Source: an optimization exercise on an open RTL-to-GDS flow (aim: small area and few clock cycles). Production flows keep margins and buffers that such runs may drop.
Only simulation tests tie the RTL to the original design; equivalence was not proved.
Power is estimated from default activity; no workload was simulated.

// pot_oversample_ema_hysteresis_top
module pot_oversample_ema_hysteresis_top (
    input  logic                              clk,
    input  logic                              rst_n,
    input  logic                              in_valid,
    output logic                              in_ready,
    input  logic [14:0]                       in_req,
    output logic                              out_valid,
    input  logic                              out_ready,
    output logic [18:0]                       out_req,
    input  logic                              cfg_write,
    input  logic [pot_ema_pkg::CFG_IDX_W-1:0] cfg_index,
    input  logic [pot_ema_pkg::CFG_W-1:0]     cfg_data
);
Size in the first run: about 1500 cells after synthesis, ~58 I/O pins, ~20000 µm² of cells after synthesis.
Settings: LEC_CHECK=0, CAP_MARGIN=5, CORE_MARGIN=2, CORE_UTILIZATION=60, CTS_BUF_LIST=sky130_fd_sc_hd__clkbuf_8, CTS_CLUSTER_DIAMETER=50, CTS_CLUSTER_SIZE=24, GPL_TIMING_DRIVEN=0, SLEW_MARGIN=5; clock period 20.0 ns.
run.sh (not shown) runs the stock make flow with config.mk's settings and CLKGATE_MAP_FILE= SYNTH_SCRIPT=/design/flow/synth_recipe.tcl, a recipe that flattens the netlist after the stock synthesis.
The first run finished clean.
Testbench counts at the start, summed over its fixed seeds: cycles 33,204.
Change:
Settings changed: CORE_UTILIZATION 60 to 40, CTS_CLUSTER_DIAMETER 50 to 40, CTS_CLUSTER_SIZE 24 to 20.
What happened:
- The new run passed the timing, DRC and antenna checks
- global-route usage fell by 6.7 points
- fmax stays flat
- via count rose by 1.7%
- flip-flop and latch count does not change
- total power rose by 8.5%
- sequential share of layout area fell by 1.6 points
- worst setup slack gains 0.032 ns
- routed wire length rose by 5.5%
- area after synthesis stays the same


Setup of P:
Another version of the RTL of pot_oversample_ema_hysteresis_top (not shown whole).
For scale: roughly 1,600 cells after synthesis, roughly 58 I/O pins, about 21,000 um^2 of cells after synthesis.
==> flow/design.v (excerpt) <==
module pot_oversample_ema_hysteresis_top (
    input  logic                              clk,
    input  logic                              rst_n,
    input  logic                              in_valid,
    output logic                              in_ready,
    input  logic [14:0]                       in_req,
    output logic                              out_valid,
    input  logic                              out_ready,
    output logic [18:0]                       out_req,
    input  logic                              cfg_write,
    input  logic [pot_ema_pkg::CFG_IDX_W-1:0] cfg_index,
    input  logic [pot_ema_pkg::CFG_W-1:0]     cfg_data
);
Settings: LEC_CHECK=0, CAP_MARGIN=5, CORE_MARGIN=2, CORE_UTILIZATION=40, CTS_BUF_LIST=sky130_fd_sc_hd__clkbuf_8, CTS_CLUSTER_DIAMETER=60, CTS_CLUSTER_SIZE=20, GPL_TIMING_DRIVEN=0, SLEW_MARGIN=5; clock period 20.0 ns.
Testbench counts of P, summed over its fixed seeds: cycles 33,140.
### P -> Q
- CAP_MARGIN: 5 -> 20
- GPL_TIMING_DRIVEN: 0 -> unset
- SLEW_MARGIN: 5 -> 20
Compared with P, in Q number of non-clock buffers decreased by 2.5% relative to the old numbers; wire length decreased by about 2.3% relative to the old numbers; total iterations of the first detailed-routing run decreased by 1 relative to the old numbers; path length in cells of the critical path increased by 2 relative to the old numbers. Summary of Q over P: wire length of the first global-routing pass lower; final-layout fill cell count roughly the same; clock power higher; share of the final layout cell area in sequential cells lower.


pot_oversample_ema_hysteresis_top with an RTL version that a note above also has.
Size in the first run: about 550 flip-flops, about 58 I/O pins, ~0.020 mm² of cells after synthesis.
// pot_oversample_ema_hysteresis_top
module pot_oversample_ema_hysteresis_top (
    input  logic                              clk,
    input  logic                              rst_n,
    input  logic                              in_valid,
    output logic                              in_ready,
    input  logic [14:0]                       in_req,
    output logic                              out_valid,
    input  logic                              out_ready,
    output logic [18:0]                       out_req,
    input  logic                              cfg_write,
    input  logic [pot_ema_pkg::CFG_IDX_W-1:0] cfg_index,
    input  logic [pot_ema_pkg::CFG_W-1:0]     cfg_data
);
Settings: LEC_CHECK=0, CAP_MARGIN=5, CORE_MARGIN=2, CORE_UTILIZATION=40, CTS_BUF_LIST=sky130_fd_sc_hd__clkbuf_8, CTS_CLUSTER_DIAMETER=60, CTS_CLUSTER_SIZE=20, GPL_TIMING_DRIVEN=0, SLEW_MARGIN=5; clock period 20.0 ns.
Testbench counts at the start, summed over its fixed seeds: cycles 33,204.
Change:
Settings changed: CORE_UTILIZATION 40 to 75.
- via count climbs by 5.1%
- worst setup slack got worse by 73 ps
- total power is about the same
- global-route usage came out higher by 14 points
- non-clock buffer count goes down by 8


== before ==
Starting RTL as in the previous note.
make LEC_CHECK=0 CAP_MARGIN=5 CORE_MARGIN=2 CORE_UTILIZATION=60 CTS_BUF_LIST=sky130_fd_sc_hd__clkbuf_8 CTS_CLUSTER_DIAMETER=60 CTS_CLUSTER_SIZE=20 GPL_TIMING_DRIVEN=0 SLEW_MARGIN=5 finish   # period 20.0 ns
before went all the way through the flow, and no timing, DRC or antenna check failed.
Testbench counts of before, summed over its fixed seeds: cycles 33,204.
--- input diff before..after ---
Settings: swapping sky130_fd_sc_hd__clkbuf_8 for sky130_fd_sc_hd__clkbuf_4 sky130_fd_sc_hd__clkbuf_8 in CTS_BUF_LIST.
### Flow results
Between after and before, the final critical-path share of the clock period does not differ in any meaningful way.
Overall power after layout in after is 0.66% above before.
On maximum clock frequency, before and after are basically level.
after against before: global-route usage held; fill cell total of the finished layout held.

==> static timing again, ports no longer ideal <==
In the flow no input, the clock included, has a driving cell. The finished layouts below were timed again as built, in two steps. Step 1, drivers: a clkbuf_16 drives clk and a buf_2 each remaining input, both assumed. Step 2 also shifts input and output timing later by t, the mid clock arrival at the registers, as if the neighbouring blocks saw the same clock. Slacks: ideal ports / drivers / drivers and shift; pairs: ideal ports / drivers.
| run | t (ns) | setup WS [ns] | cell pins on the clock port's net |
|---|---|---|---|
| the first run of note 1 | 0.657 | 0.499 / 0.522 / -0.135 | 1 |
| the second run of note 1 | 0.692 | 0.531 / 0.558 / -0.134 | 1 |
| P | 0.661 | 0.411 / 0.435 / -0.226 | 1 |
| Q | 0.665 | 0.526 / 0.556 / -0.109 | 1 |
| the first run of note 3 | 0.680 | 0.520 / 0.548 / -0.133 | 1 |
| the second run of note 3 | 0.625 | 0.448 / 0.472 / -0.154 | 1 |
| before | 0.645 | 0.522 / 0.541 / -0.103 | 1 |
| after | 0.647 | 0.528 / 0.548 / -0.099 | 1 |
Met with ideal ports but missed after step 2: setup timing in every run listed. The setup slack of the second run of note 1, which loses most, moves by +0.027 ns with the drivers and by -0.665 ns with both steps.
